What follows belongs to an exercise in optimizing a design on an open flow for small area, a short achievable clock period and few clock cycles; a production flow would make more cautious choices.
Function was checked by simulation only, so behaviour that the tests miss may differ from the original.
Power and IR drop assume default switching activity.

[flow/config.mk]
export PLATFORM = sky130hd
export DESIGN_NAME = snn_core_top
export DESIGN_NICKNAME = snn_core_top
export VERILOG_FILES = /design/flow/design.v
export SDC_FILE = /design/flow/constraint.sdc
export NUM_CORES = 4
export LEC_CHECK = 0
export CAP_MARGIN = 20
export CORE_MARGIN = 2
export CORE_UTILIZATION = 55
export CTS_BUF_LIST = sky130_fd_sc_hd__clkbuf_8
export CTS_CLUSTER_SIZE = 20
export SLEW_MARGIN = 20
[flow/design.v]
package snn_pkg;
    typedef logic [4-1:0] neuron_id_t;
    typedef logic [4-1:0]   axon_id_t;
    typedef logic signed [8-1:0] weight_t;
    typedef logic [16-1:0] membrane_t;
    typedef logic [8-1:0]     leak_t;
    typedef logic [4-1:0]   refrac_t;
    typedef logic [31:0] spike_count_t;
    typedef enum logic {
        scan_idle,
        scan_run
    } scan_state_t;
endpackage
`timescale 1ns/1ps
module synapse_array (
    input  logic                sys_clk,
    input  logic                sys_rst_n,
    input  logic                weight_we,
    input  snn_pkg::axon_id_t   weight_axon,
    input  snn_pkg::neuron_id_t weight_neuron,
    input  snn_pkg::weight_t    weight_data,
    input  logic [16-1:0] row_sel,
    output logic [16*8-1:0] row_data
);
    localparam int NA = 16;
    localparam int NN = 16;
    localparam int WW = 8;
    logic [NN*WW-1:0] weight_mem [NA];
    logic [WW-1:0] wr_data;
    logic [NA-1:0] row_en;
    logic [NN-1:0] col_en;
    assign wr_data = weight_data & {WW{sys_rst_n}};
    always_comb begin
        for (int a = 0; a < NA; a++) begin
            row_en[a] = !sys_rst_n || (weight_we && (weight_axon == a[3:0]));
        end
        for (int n = 0; n < NN; n++) begin
            col_en[n] = !sys_rst_n || (weight_we && (weight_neuron == n[3:0]));
        end
    end
    always_ff @(posedge sys_clk) begin
        for (int a = 0; a < NA; a++) begin
            for (int n = 0; n < NN; n++) begin
                if (row_en[a] && col_en[n]) begin
                    weight_mem[a][n*WW +: WW] <= wr_data;
                end
            end
        end
    end
    always_comb begin
        row_data = '0;
        for (int a = 0; a < NA; a++) begin
            row_data = row_data | (weight_mem[a] & {(NN*WW){row_sel[a]}});
        end
    end
endmodule
`timescale 1ns/1ps
module lif_neuron_array (
    input  logic                  sys_clk,
    input  logic                  sys_rst_n,
    input  logic                  snn_soft_reset,
    input  logic                  spike_step,
    input  logic                  leak_step,
    input  snn_pkg::membrane_t    threshold,
    input  logic                  threshold_zero,
    input  snn_pkg::refrac_t      refrac_period,
    input  logic [16*(8+1)-1:0] row_data,
    output logic [16-1:0] fire_mask
);
    localparam int NN = 16;
    localparam int AW = 8 + 1;
    snn_pkg::membrane_t membrane [NN];
    snn_pkg::refrac_t   refrac   [NN];
    snn_pkg::membrane_t next_mem [NN];
    logic [NN-1:0]      live;
    always_comb begin
        for (int n = 0; n < NN; n++) begin
            logic [8:0] a;
            logic       sgn;
            logic [7:0] p, g, G1, P1, G2, P2, G4, P4;
            logic [8:0] c;
            logic [7:0] lo, mh, th, tl, sh, ones, zeros;
            logic       c8, mh0, mhf, neg, ovf;
            logic signed [8:0] d;
            logic       gt1, eq1, eq0, eqm1, hi_gt, hi_eq, lo_ge, ge;
            logic [15:0] s;
            a   = row_data[n*AW +: AW];
            sgn = a[8];
            p = membrane[n][7:0] ^ a[7:0];
            g = membrane[n][7:0] & a[7:0];
            for (int i = 0; i < 8; i++) begin
                G1[i] = (i >= 1) ? (g[i] | (p[i] & g[i-1])) : g[i];
                P1[i] = (i >= 1) ? (p[i] & p[i-1]) : p[i];
            end
            for (int i = 0; i < 8; i++) begin
                G2[i] = (i >= 2) ? (G1[i] | (P1[i] & G1[i-2])) : G1[i];
                P2[i] = (i >= 2) ? (P1[i] & P1[i-2]) : P1[i];
            end
            for (int i = 0; i < 8; i++) begin
                G4[i] = (i >= 4) ? (G2[i] | (P2[i] & G2[i-4])) : G2[i];
                P4[i] = (i >= 4) ? (P2[i] & P2[i-4]) : P2[i];
            end
            c[0] = 1'b0;
            for (int i = 1; i <= 8; i++) c[i] = G4[i-1];
            lo = p ^ c[7:0];
            c8 = c[8];
            mh  = membrane[n][15:8];
            mh0 = (mh == 8'd0);
            mhf = (mh == 8'hFF);
            ones[0]  = 1'b1;
            zeros[0] = 1'b1;
            for (int i = 1; i < 8; i++) begin
                ones[i]  = ones[i-1] & mh[i-1];
                zeros[i] = zeros[i-1] & ~mh[i-1];
            end
            sh = mh ^ ((ones & {8{c8 & ~sgn}}) | (zeros & {8{~c8 & sgn}}));
            neg = sgn && !c8 && mh0;
            ovf = !sgn && c8 && mhf;
            s   = neg ? 16'd0 : (ovf ? 16'hFFFF : {sh, lo});
            th   = threshold[15:8];
            d    = $signed({1'b0, mh}) - $signed({1'b0, th});
            gt1  = (d >= 9'sd2);
            eq1  = (d == 9'sd1);
            eq0  = (d == 9'sd0);
            eqm1 = (d == -9'sd1);
            case ({c8, sgn})
                2'b10:   begin hi_gt = gt1 | eq1 | eq0; hi_eq = eqm1; end
                2'b01:   begin hi_gt = gt1;             hi_eq = eq1;  end
                default: begin hi_gt = gt1 | eq1;       hi_eq = eq0;  end
            endcase
            tl    = threshold[7:0];
            lo_ge = 1'b1;
            for (int i = 0; i < 8; i++) begin
                lo_ge = (lo[i] & ~tl[i]) | (~(~lo[i] & tl[i]) & lo_ge);
            end
            ge = hi_gt || (hi_eq && lo_ge) || (neg && threshold_zero);
            next_mem[n]  = s;
            live[n]      = spike_step && !leak_step && (a != '0) && (refrac[n] == '0);
            fire_mask[n] = live[n] && ge;
        end
    end
    always_ff @(posedge sys_clk) begin
        for (int n = 0; n < NN; n++) begin
            if (!sys_rst_n || snn_soft_reset) begin
                membrane[n] <= '0;
            end else if (leak_step || live[n]) begin
                membrane[n] <= fire_mask[n] ? '0 : next_mem[n];
            end
            if (!sys_rst_n || snn_soft_reset) begin
                refrac[n] <= '0;
            end else if (leak_step) begin
                if (refrac[n] != '0) begin
                    refrac[n] <= refrac[n] - 1'b1;
                end
            end else if (fire_mask[n]) begin
                refrac[n] <= refrac_period;
            end
        end
    end
endmodule
`timescale 1ns/1ps
module spike_out_fifo #(
    parameter int DEPTH = 4
) (
    input  logic                sys_clk,
    input  logic                sys_rst_n,
    input  logic                snn_soft_reset,
    input  logic [16-1:0] fire_mask,
    output logic                room1,
    output logic                room2,
    output logic                spike_out_valid,
    output snn_pkg::neuron_id_t spike_out_neuron,
    input  logic                spike_out_ready
);
    localparam int NN = 16;
    logic [NN-1:0] q [DEPTH];
    logic [NN-1:0] head;
    logic [NN-1:0] l [DEPTH];
    assign spike_out_valid = (q[0] != '0);
    assign room1 = (q[DEPTH-1] == '0);
    assign room2 = (q[DEPTH-2] == '0);
    always_comb begin
        spike_out_neuron = '0;
        for (int n = NN-1; n >= 0; n--) begin
            if (q[0][n]) spike_out_neuron = snn_pkg::neuron_id_t'(n);
        end
    end
    logic [NN-1:0] below;
    always_comb begin
        below[0] = 1'b0;
        for (int n = 1; n < NN; n++) begin
            below[n] = below[n-1] | q[0][n-1];
        end
        head = (spike_out_ready) ? (q[0] & below) : q[0];
        if (head == '0) begin
            for (int i = 0; i < DEPTH-1; i++) l[i] = q[i+1];
            l[DEPTH-1] = '0;
        end else begin
            l[0] = head;
            for (int i = 1; i < DEPTH; i++) l[i] = q[i];
        end
    end
    always_ff @(posedge sys_clk) begin
        for (int i = 0; i < DEPTH; i++) begin
            if (!sys_rst_n || snn_soft_reset) begin
                q[i] <= '0;
            end else if ((l[i] == '0) && (i == 0 || l[i-1] != '0)) begin
                q[i] <= fire_mask;
            end else begin
                q[i] <= l[i];
            end
        end
    end
endmodule
`timescale 1ns/1ps
module status_leds (
    input  logic                  sys_clk,
    input  logic                  sys_rst_n,
    input  logic                  snn_enable,
    input  logic                  busy,
    input  logic [7:0]            spike_count_next,
    output logic [3:0]            led
);
    logic [10:0] heartbeat_cnt;
    logic [10:0] heartbeat_next;
    logic                        pwm_q;
    assign heartbeat_next = sys_rst_n ? heartbeat_cnt + 1'b1 : '0;
    always_ff @(posedge sys_clk) begin
        heartbeat_cnt <= heartbeat_next;
        pwm_q         <= (heartbeat_next[7:0] < spike_count_next);
    end
    assign led[0] = heartbeat_cnt[10];
    assign led[1] = snn_enable;
    assign led[2] = busy;
    assign led[3] = pwm_q;
endmodule
`timescale 1ns/1ps
module snn_core_top (
    input  logic                  sys_clk,
    input  logic                  sys_rst_n,
    input  logic                  snn_enable,
    input  logic                  snn_soft_reset,
    input  snn_pkg::membrane_t    threshold,
    input  snn_pkg::leak_t        leak_rate,
    input  snn_pkg::refrac_t      refrac_period,
    input  logic                  timestep,
    input  logic                  weight_we,
    input  snn_pkg::axon_id_t     weight_axon,
    input  snn_pkg::neuron_id_t   weight_neuron,
    input  snn_pkg::weight_t      weight_data,
    input  logic                  spike_in_valid,
    input  snn_pkg::axon_id_t     spike_in_axon,
    output logic                  spike_in_ready,
    output logic                  spike_out_valid,
    output snn_pkg::neuron_id_t   spike_out_neuron,
    input  logic                  spike_out_ready,
    output snn_pkg::spike_count_t spike_count,
    output logic                  busy,
    output logic [3:0]            led
);
    localparam int NA = 16;
    localparam int NN = 16;
    localparam int WW = 8;
    logic [NA-1:0]      row_sel;
    logic [NN*WW-1:0]   row_data;
    logic [NN*(WW+1)-1:0] row_q;
    logic               pend;
    logic [NN-1:0]      fire_mask;
    logic               room1;
    logic               room2;
    logic               spike_accept;
    logic               leak_step;
    snn_pkg::membrane_t threshold_q;
    logic               threshold_zero_q;
    snn_pkg::refrac_t   refrac_period_q;
    logic [WW:0]        neg_leak;
    logic               leak_q;
    assign busy = pend | spike_out_valid;
    assign spike_in_ready = snn_enable && (pend ? room2 : room1);
    assign spike_accept   = spike_in_valid && spike_in_ready;
    assign leak_step      = timestep && snn_enable;
    always_comb begin
        for (int a = 0; a < NA; a++) begin
            row_sel[a] = (spike_in_axon == a[3:0]) && !timestep;
        end
    end
    synapse_array u_synapse_array (
        .sys_clk       (sys_clk),
        .sys_rst_n     (sys_rst_n),
        .weight_we     (weight_we),
        .weight_axon   (weight_axon),
        .weight_neuron (weight_neuron),
        .weight_data   (weight_data),
        .row_sel       (row_sel),
        .row_data      (row_data)
    );
    assign neg_leak = '0 - {1'b0, leak_rate};
    always_ff @(posedge sys_clk) begin
        for (int n = 0; n < NN; n++) begin
            row_q[n*(WW+1) +: WW+1] <= {row_data[n*WW+WW-1], row_data[n*WW +: WW]} |
                                       (neg_leak & {(WW+1){leak_step}});
        end
    end
    always_ff @(posedge sys_clk) begin
        if (!sys_rst_n || snn_soft_reset) begin
            pend <= 1'b0;
        end else begin
            pend <= spike_accept;
        end
    end
    always_ff @(posedge sys_clk) begin
        threshold_q      <= threshold;
        threshold_zero_q <= (threshold == '0);
        refrac_period_q  <= refrac_period;
    end
    always_ff @(posedge sys_clk) begin
        if (!sys_rst_n || snn_soft_reset) begin
            leak_q <= 1'b0;
        end else begin
            leak_q <= leak_step;
        end
    end
    lif_neuron_array u_lif_neuron_array (
        .sys_clk        (sys_clk),
        .sys_rst_n      (sys_rst_n),
        .snn_soft_reset (snn_soft_reset),
        .spike_step     (pend),
        .leak_step      (leak_q),
        .threshold      (threshold_q),
        .threshold_zero (threshold_zero_q),
        .refrac_period  (refrac_period_q),
        .row_data       (row_q),
        .fire_mask      (fire_mask)
    );
    spike_out_fifo u_spike_out_fifo (
        .sys_clk          (sys_clk),
        .sys_rst_n        (sys_rst_n),
        .snn_soft_reset   (snn_soft_reset),
        .fire_mask        (fire_mask),
        .room1            (room1),
        .room2            (room2),
        .spike_out_valid  (spike_out_valid),
        .spike_out_neuron (spike_out_neuron),
        .spike_out_ready  (spike_out_ready)
    );
    snn_pkg::spike_count_t spike_count_next;
    always_comb begin
        if (!sys_rst_n || snn_soft_reset) begin
            spike_count_next = '0;
        end else if (spike_out_valid && spike_out_ready) begin
            spike_count_next = spike_count + 1'b1;
        end else begin
            spike_count_next = spike_count;
        end
    end
    always_ff @(posedge sys_clk) begin
        spike_count <= spike_count_next;
    end
    status_leds u_status_leds (
        .sys_clk          (sys_clk),
        .sys_rst_n        (sys_rst_n),
        .snn_enable       (snn_enable),
        .busy             (busy),
        .spike_count_next (spike_count_next[7:0]),
        .led              (led)
    );
endmodule
[flow/flow/run.sh]
#!/bin/bash
# Own layout flow: the standard ORFS flow (standard.sh, unchanged
# synthesis) with two layout choices made through ORFS variables:
#  - port buffers are buf_4 cells instead of the default pick
set -o pipefail
export BUFFER_PORTS_ARGS="-buffer_cell sky130_fd_sc_hd__buf_4"
export SETUP_SLACK_MARGIN=7.0
bash standard.sh > standard.log 2>&1
status=$?
exit $status
[flow/constraint.sdc]
create_clock -name core_clock -period 12.0 [get_ports {sys_clk}]
set_input_delay 2.4000 -clock core_clock [delete_from_list [all_inputs] [get_ports {sys_clk}]]
set_output_delay 2.4000 -clock core_clock [all_outputs]
set_load 0.01 [all_outputs]
[flow/standard.sh]
#!/bin/bash
# synth_recipe.tcl (not shown) runs the flow's synth.tcl, then flattens the netlist and writes it again
# the make line also repeats each setting of config.mk as NAME=value (left out here)
make -C /OpenROAD-flow-scripts/flow DESIGN_CONFIG=/design/flow/config.mk WORK_HOME=/design/flow/orfs CLKGATE_MAP_FILE= SYNTH_SCRIPT=/design/flow/synth_recipe.tcl "${@:-finish}"
==> notes.md, run 1 <==
The biggest area contributor in the post-synthesis netlist is sky130_fd_sc_hd__edfxtp_1. Ranked by total cell area, the synthesized netlist is headed by sky130_fd_sc_hd__edfxtp_1, sky130_fd_sc_hd__dfxtp_1, sky130_fd_sc_hd__ha_1. The total power density per cell area is 160 nW/µm². The aggregate negative setup slack is 0 ns. The most common cell in the synthesized netlist is sky130_fd_sc_hd__edfxtp_1. The worst hold path belongs to the class reg2reg. In this run the clock root is driven by a sky130_fd_sc_hd__clkbuf_8. The number of buffers inserted for hold repair after clock tree synthesis is 0. The delay of the slowest critical-path stage is 0.17 ns. The post-detailed-route count of antenna-violating nets is 0. The share of the Yosys chip area taken by registers is 64.7%. Walking the worst path, the cells encountered are buf_16, o21a_1, buf_6. The die is 458 µm wide.

The clock skew came out at 0.103 ns. Entering global routing, the biggest net connects 227 pins. TritonCTS built the clock tree.

The initial antenna violation count is 15. After synthesis, the share of cell area in mux cells is 0.630%. The detailed router placed 79949 vias in this run. The die outline area came out at 210000 µm². The peak supply drop came out at 0.138 mV. The final hold violation count is 0. The total clock sinks came out at 2643.

The share of cells above drive strength 1 is 11.8%. The H-tree was split into 5 levels. After synthesis the netlist holds a flip-flop and latch count of 2643. The worst setup path is launched from an input port. STA classifies the critical path endpoint as an output pin.

The iteration-0 DRC count of the detailed router is 9747. The area of the mapped netlist came out at 113000 µm². At the pin with the least slew margin, the transition time is 1.26 ns.

The clock latency on the worst-skew pair came out at 1.13 ns. The layout net count is 9536. The data arrival time of the worst path came out at 2.77 ns. The wire length of the first global-routing pass came out at 513000 µm. The top-level port count came out at 99. The per-instance average area after synthesis came out at 12.8 µm². The global placement routability congestion came out at 0.886. The final number of max-transition violations came out at 0. In this run the tightest slew margin relative to its limit is 16.3%. The commonest cells after synthesis are sky130_fd_sc_hd__edfxtp_1, sky130_fd_sc_hd__nor2_1, sky130_fd_sc_hd__dfxtp_1. The number of instances in the synthesized netlist is 8846.

The number of global-route vias before repair was 76257. Counting along the longest clock path gives a buffer depth of 4. The overall track demand over capacity in global routing is 33.2%.

The post-route total power came out at 0.0203 W. The number of buffers and inverters on the critical path came out at 2. The number of failing setup endpoints in the final timing report came out at 0. Setup repair after global routing could not meet its margin everywhere. The unique cell type count in the Yosys netlist came out at 108. The placement row count came out at 166. For this block, the routed nets add up to 355000 µm of wire.

Clock tree synthesis inserted a total of 441 buffers. The setup path with the least slack is of type in2out. Using the TritonRoute via totals, the vias-per-cell ratio works out to 6.58. The number of nets in the synthesized netlist came out at 9264. The worst path needs 5.17 ns of the cycle, external delays included. The HPWL reported at the end of detailed placement is 211000 µm.

Among all flip-flop cells after synthesis, the most frequent one is sky130_fd_sc_hd__edfxtp_1. In this run the tool buffered the top-level ports with 98 buffer cells. The top cell type by area accounts for 54.2% of the synthesized area. After clock tree synthesis, the clock-pin slew on the worst setup and hold paths is 0.05 ns. The synthesized netlist devotes 16.0% of its cell area to compound gates. The largest family of logic cells by synthesized area is compound AO/OA/AOI/OAI gates.

The chip height is 458 µm. The static power due to leakage came out at 44.1 nW. The final worst-path cycle share is 43.1%.

After Yosys synthesis, XOR and XNOR cells account for 1.41% of the synthesized area. The area added between synthesis and finish came out at 11.9%. The fmax is 0.193 GHz. The number of maximum-capacitance constraint violations came out at 0. Among all stages on the critical path, the largest delay is contributed by sky130_fd_sc_hd__o21a_1. Yosys printed 11 warnings. For the worst setup path, the data required time is 9.60 ns. The fill cell total of the finished layout came out at 15941. The total overflow reported by the global router came out at 0. The share of async-settable or async-resettable flops after synthesis came out at 0%. Once the floorplan was initialized, standard cells occupied 55.4% of the core. The top fanout value on the critical path came out at 3. The simple-gate portion of the synthesized area is 10.4%.

The adder-cell share of the synthesized area is 4.46%. The area of the core region came out at 205000 µm². The run finished with no timing, DRC or antenna violations. The number of enable flip-flop cells after synthesis is 2048.

After detailed routing, the average wire length per cell comes to 29.2 µm. The DRC violation count after routing came out at 0. The detailed-routing iteration count for the pre-antenna-repair pass came out at 6.

On the critical path the largest part of the delay comes from buffers and inverters.
metal layers:
layer / global-route usage [%] / routed length [µm]
met5: 0 / 80
met2: 52.1 / 164000
met3: 6.48 / 33300
met1: 46.4 / 146000
met4: 11.3 / 12100
logic make-up after synthesis:
kind of cell / after synthesis
flops: 2643
compound gates: 2462
simple gates: 2414
buf+inv: 685
fa+ha+maj: 390
xor+xnor: 182
mux: 70
stage by stage:
step	util (%)	setup slack [ns]	std cells	instance area, µm²	hold slack (ns)
6_report	62.0	6.83	12158	127000	0.452
5_1_grt	61.9	6.82	12153	127000	0.469
4_1_cts	61.5	6.84	12115	126000	0.453
3_5_place_dp	57.2	5.46	11306	117000	0.438
3_3_place_gp	57.2	5.54	11304	117000	0.436
2_1_floorplan	-	6.62	8846	113000	0.428
registers in the layout (all words and copies together), names as in the netlist:
signal,flops
leak_q,1
u_status_leds.pwm_q,1
u_status_leds.heartbeat_cnt,11
threshold_q,16
threshold_zero_q,1
refrac_period_q,4
spike_count,32
u_synapse_array.weight_mem,2048
row_q,144
u_spike_out_fifo.q,64
u_lif_neuron_array.refrac,64
u_lif_neuron_array.membrane,256
pend,1
worst min-delay path: stages (launching register included):
cell                      delay, ns
sky130_fd_sc_hd__dfxtp_1       0.31
sky130_fd_sc_hd__nand2_1       0.05
sky130_fd_sc_hd__o21ai_1       0.05
placed cells by master, fill, tap and decap left out, types with 85 or more instances in the layout:
master                     Yosys  routed
sky130_fd_sc_hd__nor2_1      811     758
sky130_fd_sc_hd__and3_1      121     120
sky130_fd_sc_hd__o21ai_0     260     252
sky130_fd_sc_hd__dfxtp_1     595     584
sky130_fd_sc_hd__nand2b_1    104     101
sky130_fd_sc_hd__nand2_1     429     426
sky130_fd_sc_hd__a22oi_1     331     331
sky130_fd_sc_hd__buf_4         5     240
sky130_fd_sc_hd__nor3_1      182     167
sky130_fd_sc_hd__a221oi_1    339     339
sky130_fd_sc_hd__a21oi_1     403     388
sky130_fd_sc_hd__edfxtp_1   2048    2048
sky130_fd_sc_hd__ha_1        330     321
sky130_fd_sc_hd__xnor2_1      97      97
sky130_fd_sc_hd__clkbuf_8      0     495
sky130_fd_sc_hd__xor2_1       85      85
sky130_fd_sc_hd__nand3_1     193     191
sky130_fd_sc_hd__nand4_1     153     153
sky130_fd_sc_hd__a22o_1      358     358
sky130_fd_sc_hd__inv_1       232     395
power by group:
part / total, W / switching (W) / internal [W] / leakage (nW)
Combinational: 0.00177 / 0.00123 / 0.000541 / 16.3
Clock: 0.00761 / 0.00360 / 0.00401 / 4.90
Sequential: 0.0109 / 0.000335 / 0.0106 / 22.8
Total: 0.0203 / 0.00517 / 0.0151 / 44.1
worst paths after layout:
| check | from | end | slack [ns] | cells past startpoint |
|---|---|---|---|---|
| max | snn_enable | spike_in_ready | 6.83 | 3 |
| min | u_lif_neuron_array.membrane[7][7] | u_lif_neuron_array.membrane[7][7] | 0.45 | 2 |
| max reg2reg | row_q[99] | u_lif_neuron_array.membrane[11][11] | 7.10 | 22 |
| min reg2reg | u_lif_neuron_array.membrane[7][7] | u_lif_neuron_array.membrane[7][7] | 0.45 | 2 |
what timing repair did:
item | CTS | global route
pin swaps | 18 | 38
buffers inserted | 22 | 26
gates cloned | 2 | 0
setup endpoints to repair | 207 | 269
endpoints found under the hold margin | 0 | 0
gates resized for setup | 64 | 102
area by class of cell:
type                    instances  area (µm²)  area share [%]
clock inverters               290        1510            1.19
inverters                     234         882           0.695
well taps                    2688        3360            2.65
diodes                         10        25.0          0.0197
clock buffers                 495        6810            5.37
repair buffers                279        2460            1.94
flip-flops and latches       2643       73400            57.9
multi-input cells            5519       38400            30.3
Testbench counts, summed over its fixed seeds: cycles 4,745.
==> run 2, diff against run 1 <==
--- a/flow/config.mk
+++ b/flow/config.mk
@@ -8,6 +8,7 @@
 export CAP_MARGIN = 20
 export CORE_MARGIN = 2
-export CORE_UTILIZATION = 55
+export CORE_UTILIZATION = 70
 export CTS_BUF_LIST = sky130_fd_sc_hd__clkbuf_8
 export CTS_CLUSTER_SIZE = 20
+export PLACE_DENSITY = 0.78
 export SLEW_MARGIN = 20
==> run 2 against run 1 <==
  * Still clean
  * Count of clock-buffer cells in the layout is 23 lower
  * Combinational power barely moved
  * Hold slack worse by 0.015 ns
  * Sequential cell count unchanged
  * Register-to-register slack worse by 0.04 ns
  * Worst setup slack improved by 0.029 ns
  * Power is 2.0% lower
  * Core utilization rose by 16 points
  * Critical path depth unchanged
  * Largest cell class unchanged
  * Highest routed layer unchanged
==> notes.md, run 2 <==
The clock tree from TritonCTS is done. The clock skew came out at 0.0969 ns. The number of buffers inserted for hold repair after clock tree synthesis is 0. The final number of max-transition violations came out at 0. The worst setup path is launched from an input port.

The endpoint type of the worst setup path is an output pin. After synthesis, the cell types taking the most area are sky130_fd_sc_hd__edfxtp_1, sky130_fd_sc_hd__dfxtp_1, sky130_fd_sc_hd__ha_1. The run finished with no timing, DRC or antenna violations.

Row generation in the floorplan step produced 147 rows. The required time of the critical path is 9.60 ns. The mux share of post-synthesis cell area is 0.630%. The initial core utilization came out at 70.6%. The die outline area is 165000 µm². The area of all placed cells without fillers came out at 125000 µm². The minimum period implied by the final worst setup slack came out at 5.14 ns.

The largest registers in the layout are u_synapse_array.weight_mem x2048, u_lif_neuron_array.membrane x256, row_q x144. The wire length of the first global-routing pass came out at 492000 µm. The path class of the tightest hold or removal check is reg2reg. Clock tree synthesis inserted a total of 417 buffers.

The number of buffer cells added on primary ports is 98. Global routing used 40.6% of the available tracks. The per-instance average area after synthesis is 12.8 µm². Across the VDD grid, the largest voltage drop is 0.155 mV. The register name with the most flops is u_synapse_array.weight_mem.

The detailed-routing iteration count for the pre-antenna-repair pass is 7. The worst setup path is of the in2out kind. The adder-cell share of the synthesized area is 4.46%. The share of total power in sequential cells is 55.1%.

The aggregate negative setup slack is 0 ns. The number of flip-flops under the largest register name came out at 2048. The area added between synthesis and finish is 10.6%. The number of nets in the synthesized netlist is 9264. The internal power consumption is 0.0148 W. The total overflow reported by the global router is 0. The largest total area in the synthesized netlist belongs to sky130_fd_sc_hd__edfxtp_1. The DRC violation count after routing came out at 0. The synthesized design contains 2643 register bits.

The number of failing setup endpoints in the final timing report came out at 0. After synthesis the cells add up to 113000 µm². The power spent charging and discharging nets came out at 0.00508 W. The fmax is 0.194 GHz. The simple-gate portion of the synthesized area came out at 10.4%. The top fanout value on the critical path is 3. The largest family of logic cells by synthesized area is compound AO/OA/AOI/OAI gates. The number of vias per cell after detailed routing came out at 7.16. The proportion of synthesized chip area in sequential cells came out at 64.7%. The share of cells above drive strength 1 came out at 11.1%. The tree is rooted in a sky130_fd_sc_hd__clkbuf_8. The iteration-0 DRC count of the detailed router came out at 12980.

The share of async-settable or async-resettable flops after synthesis is 0%. The total wire length after detailed routing came out at 342000 µm. The total clock sinks came out at 2643.

The die outline width came out at 407 µm. The HPWL reported at the end of detailed placement is 201000 µm. Combinational logic burns 8.7% of the power.

The post-detailed-route count of antenna-violating nets is 0. The maximum clock path buffer count is 4. The cell area after placement is 116000 µm². The final worst-path cycle share is 42.9%. During synthesis, Yosys emitted a total of 11 warnings. The initial antenna violation count is 10. At the end of routability-driven placement, the weighted congestion stood at 0.926. From bottom edge to top edge, the die measures 407 µm. Summing the areas of all compound-gate instances in the mapped netlist gives 16.0% of the synthesized area. Counting instances in the post-synthesis netlist gives the leading cell types as sky130_fd_sc_hd__edfxtp_1, sky130_fd_sc_hd__nor2_1, sky130_fd_sc_hd__dfxtp_1. The worst hold slack is 0.437 ns.

The number of global-route vias before repair came out at 78494. The worst slew margin relative to its limit is 14.7%. During I/O placement, the number of pins put on the boundary was 99.

The total power density per cell area came out at 159 nW/µm². After synthesis, the netlist uses 108 different library cells. sky130_fd_sc_hd__edfxtp_1 is the most common cell in the netlist. At the worst endpoint, the arrival time is 2.74 ns. The area of the core region is 161000 µm². The final hold violation count came out at 0. Counting flops with a built-in enable in the synthesized netlist gives 2048.

The count of vias placed by the detailed router came out at 82904. Setup repair after global routing could not meet its margin everywhere. The number of instances in the synthesized netlist is 8846. The prevailing post-synth register cell is sky130_fd_sc_hd__edfxtp_1.

The static power due to leakage came out at 43.7 nW. The clock latency on the worst-skew pair is 1.13 ns. The area share of the largest cell type after synthesis is 54.2%.

In this run switching power makes up 25.5% of total power. The number of maximum-capacitance constraint violations is 0. Leaving out fill and tap cells, the most frequent cell in the layout is sky130_fd_sc_hd__edfxtp_1. Leaving out fill and tap cells, the most frequent cells in the layout are sky130_fd_sc_hd__edfxtp_1, sky130_fd_sc_hd__nor2_1, sky130_fd_sc_hd__dfxtp_1. For the pin with the worst max-slew slack, the measured transition is 1.27 ns. The synthesized-area fraction occupied by xor and xnor cells is 1.41%.

The number of H-tree levels came out at 5. The clock transition at the registers of the reported paths is 0.07 ns. The routed wirelength normalized by instance count is 29.5 µm. The clock share of power is 36.2%. Entering global routing, the biggest net connects 130 pins. The net count of the finished layout is 9491.
run 2: final cells by class:
cell class / count / area, µm²
clock inverters: 276 / 1270
flip-flops and latches: 2643 / 73400
inverters: 234 / 880
repair buffers: 259 / 2250
clock buffers: 472 / 6500
diodes: 13 / 32.5
well taps: 2160 / 2700
fillers: 9576 / 35400
multi-input cells: 5518 / 38300
run 2: power by group through the flow:
stage	Clock (W)	Sequential [W]	Combinational, W
2_1_floorplan	0	0.0109	0.00110
3_3_place_gp	0	0.0111	0.00159
3_5_place_dp	0	0.0111	0.00164
4_1_cts	0.00719	0.0109	0.00167
5_1_grt	0.00758	0.0110	0.00186
6_report	0.00720	0.0110	0.00174
run 2: per-stage QoR:
step / instances / setup WS [ns] / total power [W] / utilization (%)
6_report: 11575 / 6.86 / 0.0199 / 78.0
5_1_grt: 11564 / 6.84 / 0.0204 / 78.0
4_1_cts: 11532 / 6.85 / 0.0198 / 77.5
3_5_place_dp: 10764 / 5.84 / 0.0128 / 72.4
3_3_place_gp: 10764 / 5.98 / 0.0127 / 72.3
2_1_floorplan: 8846 / 6.62 / 0.0120 / -
run 2: path summary, 6_finish.rpt:
| kind | from | to | slack [ns] | cells after the start |
|---|---|---|---|---|
| max | snn_enable | spike_in_ready | 6.86 | 3 |
| min | u_synapse_array.weight_mem[10][25] | row_q[28] | 0.44 | 1 |
| max reg2reg | row_q[109] | u_lif_neuron_array.membrane[12][11] | 7.06 | 22 |
| min reg2reg | u_synapse_array.weight_mem[10][25] | row_q[28] | 0.44 | 1 |
run 2: cell families (layout without fill, tap and decap cells):
group,Yosys count,count (layout)
AOI/OAI and AO/OA,2462,2462
xor gates and xnor gates,182,182
DFF,2643,2643
adders and majority gates,390,390
buffers and inverters,685,1241
other,0,13
and+or+nand+nor,2414,2414
muxes,70,70
run 2: what timing repair did:
| action | in CTS | in global routing |
|---|---|---|
| setup endpoints to repair | 166 | 294 |
| buffers inserted | 18 | 25 |
| resized for setup | 59 | 112 |
| cloned | 2 | 1 |
| pin swaps | 18 | 57 |
run 2: layer usage:
layer	GRT usage [%]	part of all wire [%]	wire length (µm)	vias to the layer above
met4	19.1	4.6	15700	10
met2	60.3	44	152000	6403
met3	14.4	16	53400	1053
met1	53.8	35	121000	40138
met5	0	0.027	93	-
li1	-	-	-	35300
run 2: worst max-delay path: stages:
cell and delay [ns]:
sky130_fd_sc_hd__buf_12 0.10, sky130_fd_sc_hd__o21a_1 0.12, sky130_fd_sc_hd__buf_6 0.12

## separate check: timing with driven ports
The flow's constraints put no driver on any port. The routed layouts listed below were extracted and timed again, unchanged, in two steps. Step 1 assumes that a clkbuf_16 drives the clock port and a buf_2 every other input. Step 2, shift: input delay + t, output delay - t, t = (earliest + latest rising clock arrival at the registers) / 2. This alone moves slack from input paths to output paths. Slacks: ideal ports / drivers / drivers and shift; pairs: ideal ports / drivers.
run	t, ns	slack for setup (ns)	worst register clock-pin slew, ns	worst slew at a driven data input, ns	cell pins on the clock port's net
run 1	1.163	6.827 / 6.739 / 6.026	0.07 / 0.07	0.22	1
run 2	1.165	6.856 / 6.796 / 5.884	0.07 / 0.07	0.13	1
After both steps setup and hold are still met in every run listed. For run 2, which loses most, drivers alone change the setup slack by -0.060 ns; drivers and shift together by -0.972 ns.
